This is an optimization exercise on Yosys and OpenROAD, whose aim is small area, not a production implementation. Where RTL was checked, it was by simulation tests only, not by an equivalence proof against the original. The flow treats the clock pin as an ideal source, which a real chip does not have. Power figures rest on the tool's default switching activity, not on a simulated workload.

## rxTxCore
module rxTxCore (
   input  logic                  lcbClk,
   input  logic                  reset,
   input  logic [16-1:0] lcbAddress,
   input  logic [32-1:0] lcbDataIn,
   input  logic                  lcbWrite,
   input  logic                  lcbRead,
   input  logic                  lcbCoreSelect,
   output logic [32-1:0] lcbDataOut,
   output logic                  lcbAck,
   input  logic                  trigIn,
   input  logic                  c2sFifoFull,
   output logic [128-1:0] c2sData,
   output logic                  c2sWrite
);
Size in the first run: roughly 490 flip-flops, ~220 I/O pins.
export LEC_CHECK = 0
export CAP_MARGIN = 20
export CORE_MARGIN = 2
export CORE_UTILIZATION = 65
export GPL_TIMING_DRIVEN = 0
export SLEW_MARGIN = 20
export SYNTH_HIERARCHICAL = 1
export SYNTH_MINIMUM_KEEP_SIZE = 0
create_clock -name core_clock -period 6.0 [get_ports {lcbClk}]
standard.sh (not shown) runs the stock make flow with config.mk's settings and CLKGATE_MAP_FILE= SYNTH_SCRIPT=/design/flow/synth_recipe.tcl, a recipe that flattens the netlist after the stock synthesis.
==> flow/flow/run.sh <==
#!/bin/bash
set -euo pipefail
export BUFFER_PORTS_ARGS="-buffer_cell sky130_fd_sc_hd__buf_1"
export CTS_ARGS="-sink_clustering_enable -repair_clock_nets -dont_use_dummy_load -sink_clustering_size 30 -sink_clustering_max_diameter 100"
bash standard.sh > standard_flow.log 2>&1
Edit:
CORE_UTILIZATION = 55   (was 65)
GPL_TIMING_DRIVEN = default   (was 0)
What happened:
- The changed run went through all stages and came out clean
- clock skew stays flat
- sequential power rises by about 1%
- non-clock buffer count is lower by 83
- clock power is about the same
- wire length came out higher by 5.0%
Edit:
CORE_UTILIZATION = 65   (was 55)
Outcome:
- via count came out higher by about 2%
- sequential cell count is unchanged
- area after synthesis stays the same
- setup slack degrades by 0.037 ns
- final area came out lower by 0.60%
- critical path depth is unchanged
- global-route usage came out higher by 3.9 points
- wire length came out lower by about 4.4%
- final cell count came out lower by about 4%
- sequential power barely changes
No run of this note included a check of the RTL's function; only the layout flow was run.

* * *

The RTL this note starts from:
==> flow/design.v <==
package rxTxPkg;
   typedef struct packed {
      logic [7:0]            marker;
      logic [7:0]            channel;
      logic [15:0]           seqNum;
      logic [7:0]            length;       
      logic [55:0]           reserved;
      logic [32-1:0] seed;
   } pktHeader_t;
   typedef union packed {
      pktHeader_t                 header;
      logic [3:0][32-1:0] sample;    
   } pktWord_u;
endpackage
`timescale 1ns/1ns
module rxTxCore (
   input  logic                  lcbClk,
   input  logic                  reset,
   input  logic [16-1:0] lcbAddress,
   input  logic [32-1:0] lcbDataIn,
   input  logic                  lcbWrite,
   input  logic                  lcbRead,
   input  logic                  lcbCoreSelect,
   output logic [32-1:0] lcbDataOut,
   output logic                  lcbAck,
   input  logic                  trigIn,
   input  logic                  c2sFifoFull,
   output logic [128-1:0] c2sData,
   output logic                  c2sWrite
);
   localparam int NC = 4;
   logic       strobe, wrAcc, rdAcc, chanHit, globId, globScr;
   logic [1:0] aCh;
   logic [3:0] aOff;
   assign strobe  = lcbCoreSelect & (lcbWrite | lcbRead);
   assign wrAcc   = lcbCoreSelect & lcbWrite;
   assign rdAcc   = lcbCoreSelect & lcbRead;
   assign chanHit = (lcbAddress[15:12] == 4'h1);
   assign globId  = (lcbAddress == 16'h0000);
   assign globScr = (lcbAddress == 16'h0004);
   assign aCh     = lcbAddress[9:8];
   assign aOff    = lcbAddress[3:0];
   logic       selId, selScr, selCtrl, selLen;
   logic       selSeed, selCnt;
   logic [1:0] selCh;
   logic [32-1:0] scratch;
   logic                  scrValid;    
   always_ff @(posedge lcbClk or posedge reset)
   begin
      if (reset)
      begin
         lcbAck   <= 1'b0;
         scrValid <= 1'b0;
      end
      else
      begin
         lcbAck <= strobe;
         if (wrAcc && globScr)
            scrValid <= 1'b1;
      end
   end
   always_ff @(posedge lcbClk)
   begin
      if (wrAcc && globScr)
         scratch <= lcbDataIn;
   end
   always_ff @(posedge lcbClk)
   begin
      selId   <= rdAcc & globId;
      selScr  <= rdAcc & globScr;
      selCtrl <= rdAcc & chanHit & (aOff == 4'h0);
      selLen  <= rdAcc & chanHit & (aOff == 4'h4);
      selSeed <= rdAcc & chanHit & (aOff == 4'h8);
      selCnt  <= rdAcc & chanHit & (aOff == 4'hC);
      selCh   <= aCh;
   end
   logic [NC-1:0]                 enable;
   logic [NC-1:0][3:0]            lenReg;
   logic [NC-1:0][32-1:0] seedReg;
   logic [NC-1:0][32-1:0] pktCount;
   logic [NC-1:0]                 busy;
   logic [NC-1:0][3:0]            capLen;
   logic [NC-1:0][32-1:0] capSeed;
   logic [NC-1:0]                 seedValid;
   logic [NC-1:0]                 cntValid;
   logic [NC-1:0]                 capValid;
   logic [NC-1:0]                 start;
   logic [NC-1:0]                 done;      
   logic       locked;
   logic [1:0] lastCh;       
   logic       hdrOut;       
   logic [3:0] wordOut;      
   logic [3:0] carryOut;     
   logic [3:0] carryNext;
   logic       pending;      
   logic [32-1:0] curCount;
   assign pending  = c2sWrite & ~locked;
   logic [NC-1:0] ownHot;
   always_comb
      for (int i = 0; i < NC; i++)
         ownHot[i] = (lastCh == 2'(i));
   hotSel4 cntSel (.hot(ownHot & cntValid), .d(pktCount), .q(curCount));
   for (genvar i = 0; i < NC; i++)
   begin : genChan
      logic wsel;
      assign wsel     = wrAcc & chanHit & (aCh == 2'(i));
      assign start[i] = trigIn & enable[i] & ~busy[i];
      always_ff @(posedge lcbClk or posedge reset)
      begin
         if (reset)
         begin
            enable[i]   <= 1'b0;
            lenReg[i]   <= 4'd1;
            seedValid[i] <= 1'b0;
            cntValid[i]  <= 1'b0;
            busy[i]      <= 1'b0;
         end
         else
         begin
            if (wsel && aOff == 4'h0) enable[i]  <= lcbDataIn[0];
            if (wsel && aOff == 4'h4)  lenReg[i]  <= lcbDataIn[3:0];
            if (wsel && aOff == 4'h8) seedValid[i] <= 1'b1;
            if (pending && lastCh == 2'(i))  cntValid[i]  <= 1'b1;
            if (start[i])
               busy[i] <= 1'b1;
            else if (done[i])
               busy[i] <= 1'b0;
         end
      end
      always_ff @(posedge lcbClk)
      begin
         if (wsel && aOff == 4'h8) seedReg[i]  <= lcbDataIn;
         if (pending && lastCh == 2'(i))  pktCount[i] <= curCount + 32'd1;
         if (start[i])
         begin
            capLen[i]   <= lenReg[i];
            capSeed[i]  <= seedReg[i];
            capValid[i] <= seedValid[i];
         end
      end
   end
   logic [1:0] pickIdx, cand, curIdx;
   logic       pickValid, grant, lastWord;
   logic [3:0] ownLen;
   always_comb
   begin
      pickIdx   = lastCh;
      pickValid = 1'b0;
      for (int k = NC; k > 0; k--)
      begin
         cand = lastCh + 2'(k);
         if (busy[cand])
         begin
            pickIdx   = cand;
            pickValid = 1'b1;
         end
      end
   end
   assign ownLen   = capLen[lastCh];
   assign curIdx   = locked ? lastCh : pickIdx;
   assign grant    = (locked | pickValid) & ~c2sFifoFull;
   assign lastWord = locked ? (hdrOut ? (ownLen == 4'd1) : (wordOut + 4'd2 == ownLen))
                            : (capLen[pickIdx] == 4'd0);
   assign done     = (grant & lastWord) ? (NC'(1) << curIdx) : '0;
   always_ff @(posedge lcbClk or posedge reset)
   begin
      if (reset)
      begin
         locked   <= 1'b0;
         lastCh   <= '0;
         c2sWrite <= 1'b0;
      end
      else
      begin
         c2sWrite <= grant;
         if (grant)
         begin
            locked <= ~lastWord;
            lastCh <= curIdx;
         end
      end
   end
   always_ff @(posedge lcbClk)
   begin
      if (grant)
      begin
         hdrOut  <= ~locked;
         wordOut <= (locked & ~hdrOut) ? wordOut + 4'd1 : 4'd0;
         carryOut <= locked ? carryNext : 4'd0;
      end
   end
   logic [32-1:0] seedSel;
   logic [1:0]            lo;
   logic [25:0]           hi, hiInc;
   logic [3:0]            mid0, mid1;
   logic [3:0]            nextWord;
   logic [3:0][32-1:0] smp;
   hotSel4 seedPick (.hot(ownHot & capValid), .d(capSeed), .q(seedSel));
   assign lo      = seedSel[1:0];
   assign hi      = seedSel[31:6];
   assign hiInc   = hi + 26'd1;
   assign mid0    = seedSel[5:2] + wordOut;
   assign mid1    = seedSel[5:2] + wordOut + 4'd1;
   assign nextWord = hdrOut ? 4'd0 : wordOut + 4'd1;
   always_comb
   begin
      for (int k = 0; k < 4; k++)
      begin
         logic [6:0] t;
         t = {1'b0, seedSel[5:0]} + {1'b0, nextWord, 2'b00} + 7'(k);
         carryNext[k] = t[6];
      end
   end
   for (genvar k = 0; k < 4; k++)
   begin : genSmp
      logic [2:0]  l;
      logic [3:0]  m;
      logic        keep, useInc, useSeed;
      logic [25:0] smpHi;
      assign l       = {1'b0, lo} + 3'(k);
      assign m       = l[2] ? mid1 : mid0;
      assign keep    = (k == 0) | ~hdrOut;
      assign useInc  = keep & carryOut[k];
      assign useSeed = keep & ~carryOut[k];
      pick2 #(.W(26)) hiPick (.sa(useInc), .a(hiInc), .sb(useSeed), .b(hi), .q(smpHi));
      assign smp[k]  = {smpHi, {4{keep}} & m[3:0], {2{keep}} & l[1:0]};
   end
   assign c2sData = {smp[3], smp[2], smp[1], smp[0]}
                  | (hdrOut ? {8'hA5, 6'd0, lastCh, curCount[15:0], 4'd0, ownLen, 56'd0, 32'd0} : '0);
   logic [8:0]             rdHot;
   logic [8:0][31:0]       rdWord;
   logic [31:0]            rdData;
   always_comb
   begin
      for (int i = 0; i < NC; i++)
      begin
         rdHot[i]      = selSeed & (selCh == 2'(i)) & seedValid[i];
         rdHot[NC + i] = selCnt & (selCh == 2'(i)) & cntValid[i];
         rdWord[i]      = seedReg[i];
         rdWord[NC + i] = pktCount[i];
      end
      rdHot[8]  = selScr & scrValid;
      rdWord[8] = scratch;
   end
   logic [2:0][31:0] rdPartN;
   for (genvar g = 0; g < 3; g++)
   begin : genRd
      hotSel3n rdSel (.hot(rdHot[3*g +: 3]), .d(rdWord[3*g +: 3]), .qn(rdPartN[g]));
   end
   assign rdData = ~(rdPartN[0] & rdPartN[1] & rdPartN[2]);
   always_comb
   begin
      lcbDataOut = rdData;
      if (selId)   lcbDataOut = lcbDataOut | 32'h52580001;
      if (selCtrl) lcbDataOut = lcbDataOut | {31'd0, enable[selCh]};
      if (selLen)  lcbDataOut = lcbDataOut | {28'd0, lenReg[selCh]};
   end
endmodule
module hotSel4 (
   input  logic [3:0]       hot,
   input  logic [3:0][31:0] d,
   output logic [31:0]      q
);
   assign q = ({32{hot[0]}} & d[0]) | ({32{hot[1]}} & d[1]) | ({32{hot[2]}} & d[2]) | ({32{hot[3]}} & d[3]);
endmodule
module pick2 #(
   parameter int W = 26
) (
   input  logic         sa,
   input  logic [W-1:0] a,
   input  logic         sb,
   input  logic [W-1:0] b,
   output logic [W-1:0] q
);
   assign q = ({W{sa}} & a) | ({W{sb}} & b);
endmodule
module hotSel3n (
   input  logic [2:0]       hot,
   input  logic [2:0][31:0] d,
   output logic [31:0]      qn
);
   assign qn = ~(({32{hot[0]}} & d[0]) | ({32{hot[1]}} & d[1]) | ({32{hot[2]}} & d[2]));
endmodule
Settings: LEC_CHECK=0, CAP_MARGIN=20, CORE_MARGIN=2, CORE_UTILIZATION=65, SLEW_MARGIN=20, SYNTH_HIERARCHICAL=1, SYNTH_MINIMUM_KEEP_SIZE=0; clock period 6.0 ns.
==> flow/flow/run.sh <==
#!/bin/bash
set -euo pipefail
export BUFFER_PORTS_ARGS="-buffer_cell sky130_fd_sc_hd__buf_1"
export CTS_ARGS="-sink_clustering_enable -repair_clock_nets -dont_use_dummy_load -sink_clustering_size 16 -sink_clustering_max_diameter 100 -buf_list sky130_fd_sc_hd__clkbuf_8"
bash standard.sh > standard_flow.log 2>&1
Next try:
==> flow/flow/run.sh (replaced) <==
#!/bin/bash
set -euo pipefail
export BUFFER_PORTS_ARGS="-buffer_cell sky130_fd_sc_hd__buf_1"
export CTS_ARGS="-sink_clustering_enable -repair_clock_nets -dont_use_dummy_load -sink_clustering_size 30 -sink_clustering_max_diameter 100"
bash standard.sh > standard_flow.log 2>&1
- setup slack is worse by 0.070 ns
- cell area barely changes
- routed wire length went down by 0.33%
- die area stays the same
- sequential power hardly moves

static timing again, ports no longer ideal:
In the flow no input, the clock included, has a driving cell. The finished layouts below were timed again as built, in two steps.
Step 1 assumes that a clkbuf_16 drives the clock port and a buf_2 every other input.
Step 2 adds t to the input delays and takes it off the output delays; t is the mean of the earliest and latest rising clock arrival at the registers after step 1. Input paths then give back, and output paths get back, about the clock's delay inside the block.
a / b / c = ideal ports / drivers / drivers and shift; a / b = the first two.
| run | t (ns) | setup slack, ns | worst setup path at the end | worst register clock-pin slew, ns | worst slew at a driven data input, ns |
|---|---|---|---|---|---|
| the first run of note 1 | 0.586 | 0.103 / 0.050 / 0.636 | register to output | 0.11 / 0.11 | 0.09 |
| the second run of note 1 | 0.582 | 0.197 / 0.138 / 0.720 | register to output | 0.12 / 0.12 | 0.08 |
| the third run of note 1 | 0.591 | 0.160 / 0.108 / 0.699 | register to output | 0.12 / 0.12 | 0.09 |
| the first run of note 2 | 0.619 | 0.221 / 0.169 / 0.789 | register to output | 0.10 / 0.10 | 0.07 |
| the second run of note 2 | 0.580 | 0.151 / 0.099 / 0.679 | register to output | 0.11 / 0.11 | 0.07 |
After both steps every run listed still meets setup and hold.
